This is an optimization exercise on Yosys and OpenROAD, whose aim is small area, not a production implementation. The RTL was checked by simulation tests, not by an equivalence proof against the original design. No activity file was given, so power comes from the tool's default toggle rates.

==> fjord: inputs <==
## dpram_top
module dpram_top (
   input  wire       clk,
   input  wire       rst_n,
   input  wire       clr,
   input  wire       ena,
   input  wire       enb,
   input  wire       wea,
   input  wire       web,
   input  wire [7:0] addra,
   input  wire [7:0] addrb,
   input  wire [7:0] dina,
   input  wire [7:0] dinb,
   output wire [7:0] douta,
   output wire [7:0] doutb,
   output wire       ready,
   output wire       collision,
   output wire       addr_err
);
   dpram_param #(
      .DATA_W(8), .ADDR_W(8), .DEPTH(200), .RDW_MODE(1), .OUT_REG(1), .INIT_VAL(8'h5a)
   ) u_ram (
      .clk(clk), .rst_n(rst_n), .clr(clr), .ena(ena), .enb(enb), .wea(wea), .web(web),
      .addra(addra), .addrb(addrb), .dina(dina), .dinb(dinb),
      .douta(douta), .doutb(doutb), .ready(ready), .collision(collision),
      .addr_err(addr_err)
   );
endmodule
==> module dpram_param, before the edit <==
module dpram_param #(
   parameter int unsigned       DATA_W   = 8,
   parameter int unsigned       ADDR_W   = 8,
   parameter int unsigned       DEPTH    = 200,
   parameter int unsigned       RDW_MODE = 1,
   parameter int unsigned       OUT_REG  = 1,
   parameter logic [DATA_W-1:0] INIT_VAL = 8'h5a
) (
   input  logic              clk,
   input  logic              rst_n,
   input  logic              clr,
   input  logic              ena,
   input  logic              enb,
   input  logic              wea,
   input  logic              web,
   input  logic [ADDR_W-1:0] addra,
   input  logic [ADDR_W-1:0] addrb,
   input  logic [DATA_W-1:0] dina,
   input  logic [DATA_W-1:0] dinb,
   output logic [DATA_W-1:0] douta,
   output logic [DATA_W-1:0] doutb,
   output logic              ready,
   output logic              collision,
   output logic              addr_err
);
   localparam int unsigned NH = (DEPTH + 15) / 16;
   logic       run_q;
   logic [7:0] cnt_q;
   logic [7:0] ra_q, rb_q, oa_q, ob_q;
   logic       coll_q, aerr_q;
   logic live, clearing, in_a, in_b, same, wr_a, wr_b, wr_b_eff;
   assign clearing = !run_q;
   assign live     = run_q && !clr;
   assign in_a     = (addra < 8'd200);
   assign in_b     = (addrb < 8'd200);
   assign same     = (addra == addrb);
   assign wr_a     = live && ena && wea && in_a;
   assign wr_b     = live && enb && web && in_b;
   assign wr_b_eff = wr_b && !(wr_a && same);
   logic [NH-1:0] ha_n, hb_n, hwa_n, hwb_n;
   logic [15:0]   la_n, lb_n, lwa_n;
   always_comb begin
      for (int h = 0; h < NH; h++) begin
         ha_n[h]  = !(addra[7:4] == 4'(h));
         hb_n[h]  = !(addrb[7:4] == 4'(h));
         hwa_n[h] = !(clearing || (wr_a && addra[7:4] == 4'(h)));
         hwb_n[h] = !(wr_b_eff && addrb[7:4] == 4'(h));
      end
      for (int l = 0; l < 16; l++) begin
         la_n[l]  = !(addra[3:0] == 4'(l));
         lb_n[l]  = !(addrb[3:0] == 4'(l));
         lwa_n[l] = !(clearing || addra[3:0] == 4'(l));
      end
   end
   logic phase_q;
   always_ff @(posedge clk or negedge rst_n) begin
      if (!rst_n) phase_q <= 1'b0;
      else        phase_q <= !phase_q;
   end
   logic [7:0] bus_a, bus_b;
   assign bus_a = (clearing ? INIT_VAL : dina) ^ {8{phase_q}};
   assign bus_b = dinb ^ {8{phase_q}};
   logic [DEPTH-1:0]   sra, srb;
   logic [DEPTH*8-1:0] words;
   for (genvar w = 0; w < DEPTH; w++) begin : g_word
      logic sa, sb, h;
      dp_nor2 u_sa  (.a(hwa_n[w/16]), .b(lwa_n[w%16]), .y(sa));
      dp_nor2 u_sb  (.a(hwb_n[w/16]), .b(lb_n[w%16]),  .y(sb));
      dp_nor2 u_h   (.a(sa),          .b(sb),          .y(h));
      dp_nor2 u_sra (.a(ha_n[w/16]),  .b(la_n[w%16]),  .y(sra[w]));
      dp_nor2 u_srb (.a(hb_n[w/16]),  .b(lb_n[w%16]),  .y(srb[w]));
      for (genvar b = 0; b < 8; b++) begin : g_bit
         dp_bit u_bit (
            .clk(clk), .sa(sa), .sb(sb), .h(h), .da(bus_a[b]), .db(bus_b[b]),
            .q(words[w*8 + b])
         );
      end
   end
   logic [7:0] rda, rdb, rda_n, rdb_n;
   dp_rdport #(.DEPTH(DEPTH)) u_rda (.sel(sra), .words(words), .yn(rda_n));
   dp_rdport #(.DEPTH(DEPTH)) u_rdb (.sel(srb), .words(words), .yn(rdb_n));
   assign rda = ~rda_n;
   assign rdb = ~rdb_n;
   logic [7:0] ra_d, rb_d;
   logic       pa_q, pb_q, pa_d, pb_d;
   always_comb begin
      ra_d = ra_q;
      rb_d = rb_q;
      pa_d = pa_q;
      pb_d = pb_q;
      if (!live) begin
         ra_d = '0;
         rb_d = '0;
         pa_d = 1'b0;
         pb_d = 1'b0;
      end else begin
         if (ena) begin
            ra_d = !in_a ? '0 : wea ? dina : rda;
            pa_d = in_a && !wea && phase_q;
         end
         if (enb) begin
            rb_d = !in_b ? '0 : web ? ((wr_a && same) ? dina : dinb) : rdb;
            pb_d = in_b && !web && phase_q;
         end
      end
   end
   always_ff @(posedge clk) begin
      ra_q <= ra_d;
      rb_q <= rb_d;
      pa_q <= pa_d;
      pb_q <= pb_d;
   end
   always_ff @(posedge clk or negedge rst_n) begin
      if (!rst_n) begin
         run_q  <= 1'b0;
         cnt_q  <= '0;
         oa_q   <= '0;
         ob_q   <= '0;
         coll_q <= 1'b0;
         aerr_q <= 1'b0;
      end else begin
         if (clearing) begin
            cnt_q <= (cnt_q == 8'd199) ? 8'd0 : cnt_q + 8'd1;
            if (cnt_q == 8'd199) run_q <= 1'b1;
         end else if (clr) begin
            run_q <= 1'b0;
            cnt_q <= '0;
         end
         oa_q   <= live ? ra_q ^ {8{pa_q}} : '0;
         ob_q   <= live ? rb_q ^ {8{pb_q}} : '0;
         coll_q <= wr_a && wr_b && same;
         aerr_q <= live && ((ena && !in_a) || (enb && !in_b));
      end
   end
   assign douta     = oa_q;
   assign doutb     = ob_q;
   assign ready     = run_q;
   assign collision = coll_q;
   assign addr_err  = aerr_q;
endmodule
==> module dp_bit, before the edit <==
module dp_bit (
   input  logic clk,
   input  logic sa,
   input  logic sb,
   input  logic h,
   input  logic da,
   input  logic db,
   output logic q
);
   always_ff @(posedge clk)
      q <= !((sa && da) || (sb && db) || (h && q));
endmodule
==> module dp_nand4, before the edit <==
module dp_nand4 (
   input  logic [3:0] a,
   output logic       y
);
   assign y = !(&a);
endmodule
==> module dp_nand3, before the edit <==
module dp_nand3 (
   input  logic [2:0] a,
   output logic       y
);
   assign y = !(&a);
endmodule
==> module dp_nor3, before the edit <==
module dp_nor3 (
   input  logic [2:0] a,
   output logic       y
);
   assign y = !(|a);
endmodule
==> module dp_rdor, before the edit <==
module dp_rdor (
   input  logic [66:0] xn,
   output logic        yn
);
   logic [16:0] l1;
   logic [7:0]  l2n;
   logic [1:0]  l3;
   for (genvar i = 0; i < 16; i++) begin : g_l1
      dp_nand4 u_g (.a(xn[4*i +: 4]), .y(l1[i]));
   end
   dp_nand3 u_l1_16 (.a(xn[66:64]), .y(l1[16]));
   for (genvar i = 0; i < 8; i++) begin : g_l2
      dp_nor2 u_g (.a(l1[2*i]), .b(l1[2*i+1]), .y(l2n[i]));
   end
   dp_nand4 u_l3_0 (.a(l2n[3:0]), .y(l3[0]));
   dp_nand4 u_l3_1 (.a(l2n[7:4]), .y(l3[1]));
   dp_nor3  u_l4   (.a({l1[16], l3}), .y(yn));
endmodule
==> module dp_rdport, before the edit <==
module dp_rdport #(
   parameter int unsigned DEPTH = 200
) (
   input  logic [DEPTH-1:0]   sel,
   input  logic [DEPTH*8-1:0] words,
   output logic [7:0]         yn
);
   localparam int unsigned NG = (DEPTH + 2) / 3;
   for (genvar b = 0; b < 8; b++) begin : g_bit
      logic [NG-1:0] xn;
      for (genvar g = 0; g < NG; g++) begin : g_grp
         logic [2:0] s, d;
         for (genvar k = 0; k < 3; k++) begin : g_k
            if (3 * g + k < DEPTH) begin : g_in
               assign s[k] = sel[3*g+k];
               assign d[k] = words[(3*g+k)*8 + b];
            end else begin : g_pad
               assign s[k] = 1'b0;
               assign d[k] = 1'b0;
            end
         end
         dp_rd3 u_rd (.s(s), .d(d), .yn(xn[g]));
      end
      dp_rdor u_or (.xn(xn), .yn(yn[b]));
   end
endmodule
Settings: LEC_CHECK=0, CAP_MARGIN=10, CORE_MARGIN=2, CORE_UTILIZATION=40, CTS_CLUSTER_DIAMETER=100, CTS_CLUSTER_SIZE=20, GPL_TIMING_DRIVEN=0, PLACE_DENSITY=0.45, SETUP_SLACK_MARGIN=0.5, SLEW_MARGIN=10, SYNTH_HIERARCHICAL=1; clock period 5.0 ns.
run.sh (not shown) runs the stock make flow with config.mk's settings and CLKGATE_MAP_FILE= SYNTH_SCRIPT=/design/flow/synth_recipe.tcl, a recipe that flattens the netlist after the stock synthesis.
==> quartz: changes against fjord <==
--- a/flow/design.v
+++ b/flow/design.v
@@ -19,2 +19,11 @@
    assign y = !(a || b);
+endmodule
+module dp_oa22 (
+   input  logic a1,
+   input  logic a2,
+   input  logic b1,
+   input  logic b2,
+   output logic y
+);
+   assign y = (a1 || a2) && (b1 || b2);
 endmodule
@@ -129,6 +138,6 @@
    logic [NH-1:0] ha_n, hb_n, hwa_n, hwb_n;
-   logic [15:0]   la_n, lb_n, lwa_n;
+   logic [15:0]   la_n, lb_n;
    always_comb begin
       for (int h = 0; h < NH; h++) begin
-         ha_n[h]  = !(addra[7:4] == 4'(h));
+         ha_n[h]  = !(clearing || addra[7:4] == 4'(h));
          hb_n[h]  = !(addrb[7:4] == 4'(h));
@@ -138,5 +147,4 @@
       for (int l = 0; l < 16; l++) begin
-         la_n[l]  = !(addra[3:0] == 4'(l));
-         lb_n[l]  = !(addrb[3:0] == 4'(l));
-         lwa_n[l] = !(clearing || addra[3:0] == 4'(l));
+         la_n[l] = !(clearing || addra[3:0] == 4'(l));
+         lb_n[l] = !(addrb[3:0] == 4'(l));
       end
@@ -149,4 +157,5 @@
    logic [7:0] bus_a, bus_b;
-   assign bus_a = (clearing ? INIT_VAL : dina) ^ {8{phase_q}};
-   assign bus_b = dinb ^ {8{phase_q}};
+   assign bus_a = clearing ? INIT_VAL ^ {8{phase_q}} :
+                  wr_a     ? dina ^ {8{phase_q}} : '0;
+   assign bus_b = wr_b_eff ? dinb ^ {8{phase_q}} : '0;
    logic [DEPTH-1:0]   sra, srb;
@@ -154,11 +163,10 @@
    for (genvar w = 0; w < DEPTH; w++) begin : g_word
-      logic sa, sb, h;
-      dp_nor2 u_sa  (.a(hwa_n[w/16]), .b(lwa_n[w%16]), .y(sa));
-      dp_nor2 u_sb  (.a(hwb_n[w/16]), .b(lb_n[w%16]),  .y(sb));
-      dp_nor2 u_h   (.a(sa),          .b(sb),          .y(h));
-      dp_nor2 u_sra (.a(ha_n[w/16]),  .b(la_n[w%16]),  .y(sra[w]));
-      dp_nor2 u_srb (.a(hb_n[w/16]),  .b(lb_n[w%16]),  .y(srb[w]));
+      logic h;
+      dp_nor2 u_sra (.a(ha_n[w/16]), .b(la_n[w%16]), .y(sra[w]));
+      dp_nor2 u_srb (.a(hb_n[w/16]), .b(lb_n[w%16]), .y(srb[w]));
+      dp_oa22 u_h   (.a1(hwa_n[w/16]), .a2(la_n[w%16]), .b1(hwb_n[w/16]), .b2(lb_n[w%16]),
+                     .y(h));
       for (genvar b = 0; b < 8; b++) begin : g_bit
          dp_bit u_bit (
-            .clk(clk), .sa(sa), .sb(sb), .h(h), .da(bus_a[b]), .db(bus_b[b]),
+            .clk(clk), .sa(sra[w]), .sb(srb[w]), .h(h), .da(bus_a[b]), .db(bus_b[b]),
             .q(words[w*8 + b])
==> flow/flow/run.sh (new file) <==
#!/bin/bash
set -euo pipefail
here=$(pwd)
bash standard.sh MATCH_CELL_FOOTPRINT=0 \
  "BUFFER_PORTS_ARGS=-buffer_cell sky130_fd_sc_hd__buf_2" \
  "PRE_RESIZE_TCL=$here/flow/pre_resize.tcl" \
  "CTS_ARGS=-sink_clustering_enable -repair_clock_nets -sink_clustering_size 22 -sink_clustering_max_diameter 120 -dont_use_dummy_load" \
  finish > flow_make.log 2>&1
==> flow/flow/pre_resize.tcl (new file) <==
# Restrict the buffers repair_design may insert to small ones: the long
# predecode and write-bus nets then get chains of small buffers instead of
# very large ones. This only affects the resize step's repair_design.
set_dont_use {sky130_fd_sc_hd__buf_16 sky130_fd_sc_hd__buf_12 sky130_fd_sc_hd__buf_8 sky130_fd_sc_hd__buf_6 sky130_fd_sc_hd__bufbuf_16 sky130_fd_sc_hd__bufbuf_8 sky130_fd_sc_hd__bufinv_16 sky130_fd_sc_hd__bufinv_8 sky130_fd_sc_hd__clkbuf_16 sky130_fd_sc_hd__clkbuf_8}
==> flow/standard.sh (new file) <==
#!/bin/bash
# synth_recipe.tcl (not shown) runs the flow's synth.tcl, then flattens the netlist and writes it again
# the make line also repeats each setting of config.mk as NAME=value (left out here)
make -C /OpenROAD-flow-scripts/flow DESIGN_CONFIG=/design/flow/config.mk WORK_HOME=/design/flow/orfs CLKGATE_MAP_FILE= SYNTH_SCRIPT=/design/flow/synth_recipe.tcl "${@:-finish}"
- CTS_CLUSTER_DIAMETER: 100 -> unset
- CTS_CLUSTER_SIZE: 20 -> unset
- SETUP_SLACK_MARGIN: 0.5 -> 0.7
removed: flow/run.sh
==> cedar: changes against fjord <==
--- a/flow/design.v
+++ b/flow/design.v
@@ -11,3 +11,3 @@
    always_ff @(posedge clk)
-      q <= !((sa && da) || (sb && db) || (h && q));
+      q <= (sa & da) | (sb & db) | (h & q);
 endmodule
@@ -27,37 +27,9 @@
 endmodule
-module dp_nand4 (
-   input  logic [3:0] a,
-   output logic       y
-);
-   assign y = !(&a);
-endmodule
-module dp_nand3 (
-   input  logic [2:0] a,
-   output logic       y
-);
-   assign y = !(&a);
-endmodule
-module dp_nor3 (
-   input  logic [2:0] a,
-   output logic       y
-);
-   assign y = !(|a);
-endmodule
-module dp_rdor (
-   input  logic [66:0] xn,
-   output logic        yn
-);
-   logic [16:0] l1;
-   logic [7:0]  l2n;
-   logic [1:0]  l3;
-   for (genvar i = 0; i < 16; i++) begin : g_l1
-      dp_nand4 u_g (.a(xn[4*i +: 4]), .y(l1[i]));
-   end
-   dp_nand3 u_l1_16 (.a(xn[66:64]), .y(l1[16]));
-   for (genvar i = 0; i < 8; i++) begin : g_l2
-      dp_nor2 u_g (.a(l1[2*i]), .b(l1[2*i+1]), .y(l2n[i]));
-   end
-   dp_nand4 u_l3_0 (.a(l2n[3:0]), .y(l3[0]));
-   dp_nand4 u_l3_1 (.a(l2n[7:4]), .y(l3[1]));
-   dp_nor3  u_l4   (.a({l1[16], l3}), .y(yn));
+module dp_rdor #(
+   parameter int unsigned N = 67
+) (
+   input  logic [N-1:0] xn,
+   output logic         y
+);
+   assign y = !(&xn);
 endmodule
@@ -68,3 +40,3 @@
    input  logic [DEPTH*8-1:0] words,
-   output logic [7:0]         yn
+   output logic [7:0]         y
 );
@@ -86,3 +58,3 @@
       end
-      dp_rdor u_or (.xn(xn), .yn(yn[b]));
+      dp_rdor #(.N(NG)) u_or (.xn(xn), .y(y[b]));
    end
@@ -143,10 +115,4 @@
    end
-   logic phase_q;
-   always_ff @(posedge clk or negedge rst_n) begin
-      if (!rst_n) phase_q <= 1'b0;
-      else        phase_q <= !phase_q;
-   end
-   logic [7:0] bus_a, bus_b;
-   assign bus_a = (clearing ? INIT_VAL : dina) ^ {8{phase_q}};
-   assign bus_b = dinb ^ {8{phase_q}};
+   logic [7:0] bus_a;
+   assign bus_a = clearing ? INIT_VAL : dina;
    logic [DEPTH-1:0]   sra, srb;
@@ -162,3 +128,3 @@
          dp_bit u_bit (
-            .clk(clk), .sa(sa), .sb(sb), .h(h), .da(bus_a[b]), .db(bus_b[b]),
+            .clk(clk), .sa(sa), .sb(sb), .h(h), .da(bus_a[b]), .db(dinb[b]),
             .q(words[w*8 + b])
@@ -167,9 +133,6 @@
    end
-   logic [7:0] rda, rdb, rda_n, rdb_n;
-   dp_rdport #(.DEPTH(DEPTH)) u_rda (.sel(sra), .words(words), .yn(rda_n));
-   dp_rdport #(.DEPTH(DEPTH)) u_rdb (.sel(srb), .words(words), .yn(rdb_n));
-   assign rda = ~rda_n;
-   assign rdb = ~rdb_n;
+   logic [7:0] rda, rdb;
+   dp_rdport #(.DEPTH(DEPTH)) u_rda (.sel(sra), .words(words), .y(rda));
+   dp_rdport #(.DEPTH(DEPTH)) u_rdb (.sel(srb), .words(words), .y(rdb));
    logic [7:0] ra_d, rb_d;
-   logic       pa_q, pb_q, pa_d, pb_d;
    always_comb begin
@@ -177,4 +140,2 @@
       rb_d = rb_q;
-      pa_d = pa_q;
-      pb_d = pb_q;
       if (!live) begin
@@ -182,20 +143,6 @@
          rb_d = '0;
-         pa_d = 1'b0;
-         pb_d = 1'b0;
       end else begin
-         if (ena) begin
-            ra_d = !in_a ? '0 : wea ? dina : rda;
-            pa_d = in_a && !wea && phase_q;
-         end
-         if (enb) begin
-            rb_d = !in_b ? '0 : web ? ((wr_a && same) ? dina : dinb) : rdb;
-            pb_d = in_b && !web && phase_q;
-         end
-      end
-   end
-   always_ff @(posedge clk) begin
-      ra_q <= ra_d;
-      rb_q <= rb_d;
-      pa_q <= pa_d;
-      pb_q <= pb_d;
+         if (ena) ra_d = !in_a ? '0 : wea ? dina : rda;
+         if (enb) rb_d = !in_b ? '0 : web ? ((wr_a && same) ? dina : dinb) : rdb;
+      end
    end
@@ -205,2 +152,4 @@
          cnt_q  <= '0;
+         ra_q   <= '0;
+         rb_q   <= '0;
          oa_q   <= '0;
@@ -217,4 +166,6 @@
          end
-         oa_q   <= live ? ra_q ^ {8{pa_q}} : '0;
-         ob_q   <= live ? rb_q ^ {8{pb_q}} : '0;
+         ra_q   <= ra_d;
+         rb_q   <= rb_d;
+         oa_q   <= live ? ra_q : '0;
+         ob_q   <= live ? rb_q : '0;
          coll_q <= wr_a && wr_b && same;
- CAP_MARGIN: 10 -> 20
- CTS_CLUSTER_DIAMETER: 100 -> unset
- CTS_CLUSTER_SIZE: 20 -> unset
- GPL_TIMING_DRIVEN: 0 -> unset
- PLACE_DENSITY: 0.45 -> unset
- SETUP_SLACK_MARGIN: 0.5 -> unset
- SLEW_MARGIN: 10 -> 20
==> comparison table <==
	quartz	fjord	cedar
Status	complete, but fails checks	timing/DRC/antenna clean	complete, but fails checks
Layout check failures	capacitance limit	-	setup timing
Peak Freq	0.221 GHz	0.212 GHz	0.191 GHz
Fill cell total of the finished layout	16.0k	15.3k	17.1k
Utilization of the core after routing	0.453	0.493	0.497
Basic-gate share of the synthesized area counting and, or, nand and nor cells	0.0727	0.107	0.0978
Non-clock buffer count	280	421	808
Initial cell density of the core	0.402	0.403	0.404
Multi-input gate share of total cell area	0.474	0.445	0.386
Layout clock area frac	0.0275	0.0301	0.0702
Clk pwr share	0.233	0.258	0.373
Clock-net power	7610 uW	8220 uW	14500 uW
Switching component of the power	11300 uW	10600 uW	12500 uW
Share of cells above drive strength 1	0.126	0.116	0.131
Vias after detailed routing	74.2k	80.3k	88.7k
Met3 global-route usage	0.0884	0.121	0.139
Number of global-route vias before repair	65.3k	70.2k	78.5k
Largest net degree at the start of global routing	64	29	84
WL met1	135000 um	147000 um	151000 um
Share of cell area taken by muxes after synthesis	0.00164	0.00117	0.00150
Area of placed instances	72500 um2	79100 um2	84700 um2
Maximum fanout count along the critical path	16	16	8
Area share of the largest cell type after synthesis	0.478	0.473	0.433
Final worst slack	0.477 ns	0.281 ns	-0.235 ns
Wirelength per Cell	43.0 um	45.5 um	37.9 um
P_seq	17200 uW	17600 uW	17500 uW

==> static timing again, ports no longer ideal <==
How much do the figures lean on ideal ports? The routed layouts below were timed once more, with nothing changed but the port constraints.
Step 1: set_driving_cell puts a clkbuf_16 on clk and a buf_2 on each other input, an assumption about the parent block.
Step 2, shift: input delay + t, output delay - t, t = (earliest + latest rising clock arrival at the registers) / 2. This alone moves slack from input paths to output paths.
a / b / c = no drivers / after step 1 / after step 2; a / b = the first two.
| run | shift t [ns] | setup WS [ns] | worst data-port slew with drivers (ns) |
|---|---|---|---|
| fjord | 0.871 | 0.281 / 0.348 / -0.522 | 0.16 |
| quartz | 0.823 | 0.477 / 0.471 / -0.352 | 0.23 |
| cedar | 0.933 | -0.235 / -0.352 / -1.286 | 0.25 |
The setup slack of cedar, which loses most, moves by -0.117 ns with the drivers and by -1.051 ns with both steps.
